What follows belongs to an exercise in optimizing a design on an open flow for small area, a short achievable clock period and few clock cycles; a production flow would make more cautious choices. In this exercise RTL edits were held to simulation tests only and were not proved equivalent to the original. Power and IR drop assume default switching activity.

==> flow/design.v <==
package ipdc_pkg;
  typedef enum logic [2:0] {
    OP_LOAD    = 3'b000,
    OP_RIGHT   = 3'b001,
    OP_DOWN    = 3'b010,
    OP_DEFAULT = 3'b011,
    OP_ZOOM    = 3'b100,
    OP_LEFT    = 3'b101,
    OP_UP      = 3'b110,
    OP_NOP     = 3'b111
  } ipdc_op_e;
endpackage
module ipdc_img_buf (
  input  logic                i_clk,
  input  logic                i_shift,
  input  logic [23:0]         i_wdata,
  input  logic [7:0]          i_rsel,
  input  logic [7:0]          i_csel,
  output logic [23:0]         o_rd_data
);
  logic [63:0][23:0] fb;
  logic [7:0][23:0]  rowd;
  always_ff @(posedge i_clk) begin
    if (i_shift) fb <= {i_wdata, fb[63:1]};
  end
  always_comb begin
    for (int r = 0; r < 8; r++) begin
      rowd[r] = '0;
      for (int c = 0; c < 8; c++)
        rowd[r] = rowd[r] | ({24{i_csel[c]}} & fb[r*8+c]);
    end
    o_rd_data = '0;
    for (int r = 0; r < 8; r++)
      o_rd_data = o_rd_data | ({24{i_rsel[r]}} & rowd[r]);
  end
endmodule
module ipdc_window_engine
#(
  parameter int unsigned DATA_W  = 24,
  parameter int unsigned IMG_DIM = 8,
  parameter int unsigned WIN_DIM = 4
) (
  input  logic              i_clk,
  input  logic              i_rst,
  input  logic              i_op_valid,
  input  logic [2:0]        i_op_mode,
  input  logic              i_in_valid,
  input  logic [DATA_W-1:0] i_in_data,
  output logic              o_in_ready,
  input  logic              i_out_ready,
  output logic              o_out_valid,
  output logic [DATA_W-1:0] o_out_data
);
  logic [4:0]  ro_q, co_q;
  logic        two_q;
  logic        act_q;
  logic [3:0]  n_q;
  logic [7:0]  rsel_q, csel_q;
  logic        ld_q;
  logic [5:0]  ld_cnt_q;
  logic        in_v_q;
  logic [23:0] in_q;
  logic        skid_v_q;
  logic [23:0] skid_q;
  logic        accept, acc_load, acc_disp, rd_fire, xfer, ld_done;
  logic [4:0]  ro_nx, co_nx, r_inc, r_dec, c_inc, c_dec;
  logic        two_nx;
  logic [23:0] rd_data;
  logic        act_nx, ld_nx, skid_v_nx, last_nx;
  logic [3:0]  n_nx;
  ipdc_img_buf u_img_buf (
    .i_clk     (i_clk),
    .i_shift   (in_v_q),
    .i_wdata   (in_q),
    .i_rsel    (rsel_q),
    .i_csel    (csel_q),
    .o_rd_data (rd_data)
  );
  assign accept   = i_op_valid && o_in_ready;
  assign acc_load = accept && (i_op_mode == 3'b000);
  assign acc_disp = accept && (i_op_mode != 3'b000) && (i_op_mode != 3'b111);
  assign rd_fire  = act_q && !skid_v_q;
  assign xfer     = o_out_valid && i_out_ready;
  assign ld_done  = ld_q && i_in_valid && (ld_cnt_q == 6'd63);
  assign r_inc = (two_q ? ro_q[0] : !ro_q[4]) ? {ro_q[3:0], 1'b0} : ro_q;
  assign c_inc = (two_q ? co_q[0] : !co_q[4]) ? {co_q[3:0], 1'b0} : co_q;
  assign r_dec = ro_q[0] ? ro_q : {1'b0, ro_q[4:1]};
  assign c_dec = co_q[0] ? co_q : {1'b0, co_q[4:1]};
  always_comb begin
    ro_nx  = ro_q;
    co_nx  = co_q;
    two_nx = two_q;
    case (i_op_mode)
      3'b001: co_nx = c_inc;
      3'b101: co_nx = c_dec;
      3'b010: ro_nx = r_inc;
      3'b110: ro_nx = r_dec;
      3'b011: begin ro_nx = 5'b00001; co_nx = 5'b00001; two_nx = 1'b1; end
      3'b100: begin ro_nx = 5'b00100; co_nx = 5'b00100; two_nx = 1'b0; end
      default: ;
    endcase
  end
  always_comb begin
    if (acc_disp) begin
      act_nx = 1'b1;
      n_nx   = 4'd0;
    end else if (rd_fire) begin
      act_nx = (n_q != 4'd15);
      n_nx   = n_q + 4'd1;
    end else begin
      act_nx = act_q;
      n_nx   = n_q;
    end
    ld_nx     = acc_load || (ld_q && !ld_done);
    skid_v_nx = (o_out_valid && !i_out_ready) && (skid_v_q || rd_fire);
    last_nx   = !act_nx || ((n_nx == 4'd15) && !skid_v_nx);
  end
  always_ff @(posedge i_clk) begin
    in_q <= i_in_data;
    if (i_rst) begin
      o_in_ready  <= 1'b1;
      ro_q        <= 5'b00001;
      co_q        <= 5'b00001;
      two_q       <= 1'b1;
      act_q       <= 1'b0;
      ld_q        <= 1'b0;
      in_v_q      <= 1'b0;
      skid_v_q    <= 1'b0;
      o_out_valid <= 1'b0;
    end else begin
      o_in_ready <= !ld_nx && last_nx;
      act_q      <= act_nx;
      ld_q       <= ld_nx;
      in_v_q     <= ld_q && i_in_valid;
      skid_v_q   <= skid_v_nx;
      if (!o_out_valid || i_out_ready)
        o_out_valid <= skid_v_q || rd_fire;
      if (acc_disp) begin
        ro_q  <= ro_nx;
        co_q  <= co_nx;
        two_q <= two_nx;
      end
    end
  end
  always_ff @(posedge i_clk) begin
    n_q <= n_nx;
    if (acc_load) ld_cnt_q <= '0;
    else if (ld_q && i_in_valid) ld_cnt_q <= ld_cnt_q + 6'd1;
    if (acc_disp) begin
      rsel_q <= {3'b000, ro_nx};
      csel_q <= {3'b000, co_nx};
    end else if (rd_fire) begin
      if (n_q[1:0] == 2'd3) begin
        csel_q <= {3'b000, co_q};
        rsel_q <= two_q ? {rsel_q[5:0], 2'b00} : {rsel_q[6:0], 1'b0};
      end else begin
        csel_q <= two_q ? {csel_q[5:0], 2'b00} : {csel_q[6:0], 1'b0};
      end
    end
    if (!o_out_valid || i_out_ready)
      o_out_data <= skid_v_q ? skid_q : rd_data;
    if (rd_fire && o_out_valid && !i_out_ready)
      skid_q <= rd_data;
  end
endmodule
==> flow/run.sh <==
#!/bin/bash
# synth_recipe.tcl (not shown) runs the flow's synth.tcl, then flattens the netlist and writes it again
# the make line also repeats each setting of config.mk as NAME=value (left out here)
make -C /OpenROAD-flow-scripts/flow DESIGN_CONFIG=/design/flow/config.mk WORK_HOME=/design/flow/orfs CLKGATE_MAP_FILE= SYNTH_SCRIPT=/design/flow/synth_recipe.tcl finish
==> flow/config.mk <==
export PLATFORM = sky130hd
export DESIGN_NAME = ipdc_window_engine
export DESIGN_NICKNAME = ipdc_window_engine
export VERILOG_FILES = /design/flow/design.v
export SDC_FILE = /design/flow/constraint.sdc
export NUM_CORES = 4
export LEC_CHECK = 0
export CAP_MARGIN = 20
export CORE_MARGIN = 2
export CORE_UTILIZATION = 40
export SLEW_MARGIN = 20
==> flow/constraint.sdc <==
create_clock -name core_clock -period 5.5 [get_ports {i_clk}]
set_input_delay 1.1000 -clock core_clock [delete_from_list [all_inputs] [get_ports {i_clk}]]
set_output_delay 1.1000 -clock core_clock [all_outputs]
set_load 0.01 [all_outputs]
==> run summary <==
## stage by stage
stage,hold WS [ps],setup TNS (ps),cell area (sq um)
after floorplan,386,-8862270,59700
final,402,0,67500
after global routing,412,0,67500
after CTS,403,0,67500
after detailed placement,390,0,62200
after global placement,388,0,62100
## final timing paths
| kind | startpoint | endpoint | slack, ps | cells after the start |
|---|---|---|---|---|
| max reg2reg | csel_q[3]$_DFFE_PP_ | o_out_data[15]$_DFFE_PP_ | 2680 | 6 |
| max | i_op_mode[0] | csel_q[4]$_DFFE_PP_ | 2460 | 6 |
| min reg2reg | in_q[0]$_DFF_P_ | u_img_buf.fb[1512]$_DFFE_PP_ | 400 | 0 |
| min | in_q[0]$_DFF_P_ | u_img_buf.fb[1512]$_DFFE_PP_ | 400 | 0 |
## Yosys cell counts, types with 3 or more instances
library cell / n
o21ai_0: 17
nand2b_1: 7
mux2i_1: 11
clkbuf_1: 65
dfxtp_1: 57
edfxtp_1: 1594
buf_1: 11
a21oi_1: 23
nand4_1: 217
nor2_1: 26
buf_6: 21
a22o_1: 3
buf_2: 114
o211ai_1: 4
mux2_2: 29
a211oi_1: 7
nand2_1: 21
a22oi_1: 867
a31oi_1: 5
nor3_1: 7
xor2_1: 5
nand3_1: 8
inv_1: 10
buf_4: 12
nor2b_1: 6
## critical path, cell delays in order
cell and delay, ps:
clkdlybuf4s50_1 840, or2_1 390, o2111ai_2 460, a2111oi_0 640, a21oi_1 90, o31ai_1 100
## cell type report
cell class,count,area [sq um]
tap,1930,2410
clock buffer,211,4470
timing repair buffer,112,1270
inverter,10,37.5
fill,12458,80300
multi-input combinational,1309,9430
sequential,1651,49000
clock inverter,92,885
## cell families (layout without fill, tap and decap cells)
family	after synthesis	in the layout	share of synthesized area [%]
flops	1651	1651	82.2
compound gates	953	953	11.9
simple gates	306	306	3.00
buf+inv	233	425	2.05
mux	41	41	0.751
xor+xnor	7	7	0.103
fa+ha+maj	2	2	0.0419
## power breakdown
group	leakage, nW	total, mW	switching (mW)	internal [mW]
Sequential	13.6	14.0	0.199	13.8
Combinational	3.24	2.28	1.50	0.786
Clock	2.63	11.2	4.70	6.45
Total	19.5	27.4	6.40	21.0
## sequential cells by signal, summed over array words and instances (netlist names)
register,count
skid_v_q,1
in_q,24
u_img_buf.fb,1536
o_in_ready,1
ld_cnt_q,6
act_q,1
o_out_data,24
skid_q,24
o_out_valid,1
rsel_q,8
co_q,5
two_q,1
n_q,4
ro_q,5
csel_q,8
in_v_q,1
ld_q,1
## metal layers
metal  vias to the layer above  share of wire (%)  track usage [%]
li1                      13680                  -                -
met1                     16518                 46             24.6
met2                      1145                 46             25.1
met3                       178                6.0             2.81
met4                         0                1.8             4.41
met5                         -                  0                0
==> flow_summary.toml <==
[yosys]
synth_area_sq_um = 59700
yosysWarnings = 2
syn_inst = 3193
synth_edf_count = 1594
synth_top_area_share_pct = 80.2
synth_fp_nets = 3227
synth_cell_type_count = 58
ys.flop_type = "edfxtp_1"
synth-seq-cells = 1651
synth.largest_area_cell = "edfxtp_1"
synthTopCellsByArea = "edfxtp_1, a22oi_1, nand4_1"
ys_seq_area_share_pct = 82.2
synthArstFlopShare_pct = 0
syn_avg_cell_area_sq_um = 18.7

[die]
row_count = 141
die-area_sq_um = 152000
ios = 58
start_util_pct = 40.3
core-area_sq_um = 148000
die_w_um = 390
die_height_um = 390

[layout]
antenna_cells = 0
nNetsFinal = 3283
layout-drive-gt1-share_pct = 10.2
syn_to_final_growth_pct = 13.2
final_common_cell = "edfxtp_1"
instances_no_fill = 5315
final_core_util_pct = 45.7
final_cell_mix = "edfxtp_1, a22oi_1, nand4_1"

[clock_network]
tritoncts = "yes"
path_clk_slew_ps = 60
htreeDepth = 4
cts_buffers = 165
numClockSinks = 1651
cts_hold_buffers = 0
cts_resized = 0
cts_setup_buffers = 0
clockRootBuffer = "clkbuf_16"
clock_latency_ps = 780
cts_buffer_depth = 3

[place]
pre_cts_ws_ps = 1760
place_congestion = 0.771
port_buffers = 57
dp_cells = 5012
dp_hpwl_um = 63500

[critical_path]
cp.required_ps = 6090
arrival_ps = 3620
start_kind = "input pin"
criticalPathCategory = "in2reg"
critPathCaptureType = "flop"
worstPathMaxFanout = 18

[grt]
antenna_found_initial = 2
grt_max_degree = 184
grt_pass1_wl_um = 194000
grt_pass1_vias = 31052
grt.total_usage_pct = 16.5
overflow = 0

[routing]
drtAntennaViolNets = 0
first_pass_iters = 8
wl_per_cell_um = 24.2
vias = 31521
routed_wl_um = 129000
first_iter_violations = 3757
drc_errors = 0
drt-vias-per-instance = 5.93

[timing]
timing.fmax_ghz = 0.329
post-route-min-period_ps = 3040
fin_skew_ps = 19.3
rsz0062_at_grt = "false"
finalSetupViolations = 0
slew_headroom_pct = 26.7
fin_crit_sh_pct = 55.2
worst_slew_pin_slew_ps = 1100
drv_slew = 0
setup_ws_ps = 2460
finalHoldViolCount = 0

[pwr]
power_leakage_nw = 19.5
pwr_density_cell_nw_per_um2 = 406
vdd_drop_max_mv = 0.320
total_power_mw = 27.4

[status]
status = "complete, no violations"

[flow_run]
max_cap_violations = 0

[hold_path]
min_path_type = "reg2reg"
Testbench counts, summed over its fixed seeds: cycles 16,041.

-- re-timing with driven ports --
The results above use ideal ports. As a check the final layout listed here was re-extracted and re-timed, cells and wires unchanged. Step 1 assumes that a clkbuf_16 drives the clock port and a buf_2 every other input. Step 2 adds t to the input delays and takes it off the output delays; t is the mean of the earliest and latest rising clock arrival at the registers after step 1. Input paths then give back, and output paths get back, about the clock's delay inside the block. Slacks: no drivers / after step 1 / after step 2; pairs: no drivers / after step 1.
shift t [ns]: 0.843
setup WS [ns]: 2.464 / 2.435 / 1.674
hold WS [ns]: 0.402 / 0.402 / 0.402
pins driven straight from the clock port: 1
After both steps this run still meets setup and hold. For this run, drivers alone change the setup slack by -0.029 ns; drivers and shift together by -0.790 ns.
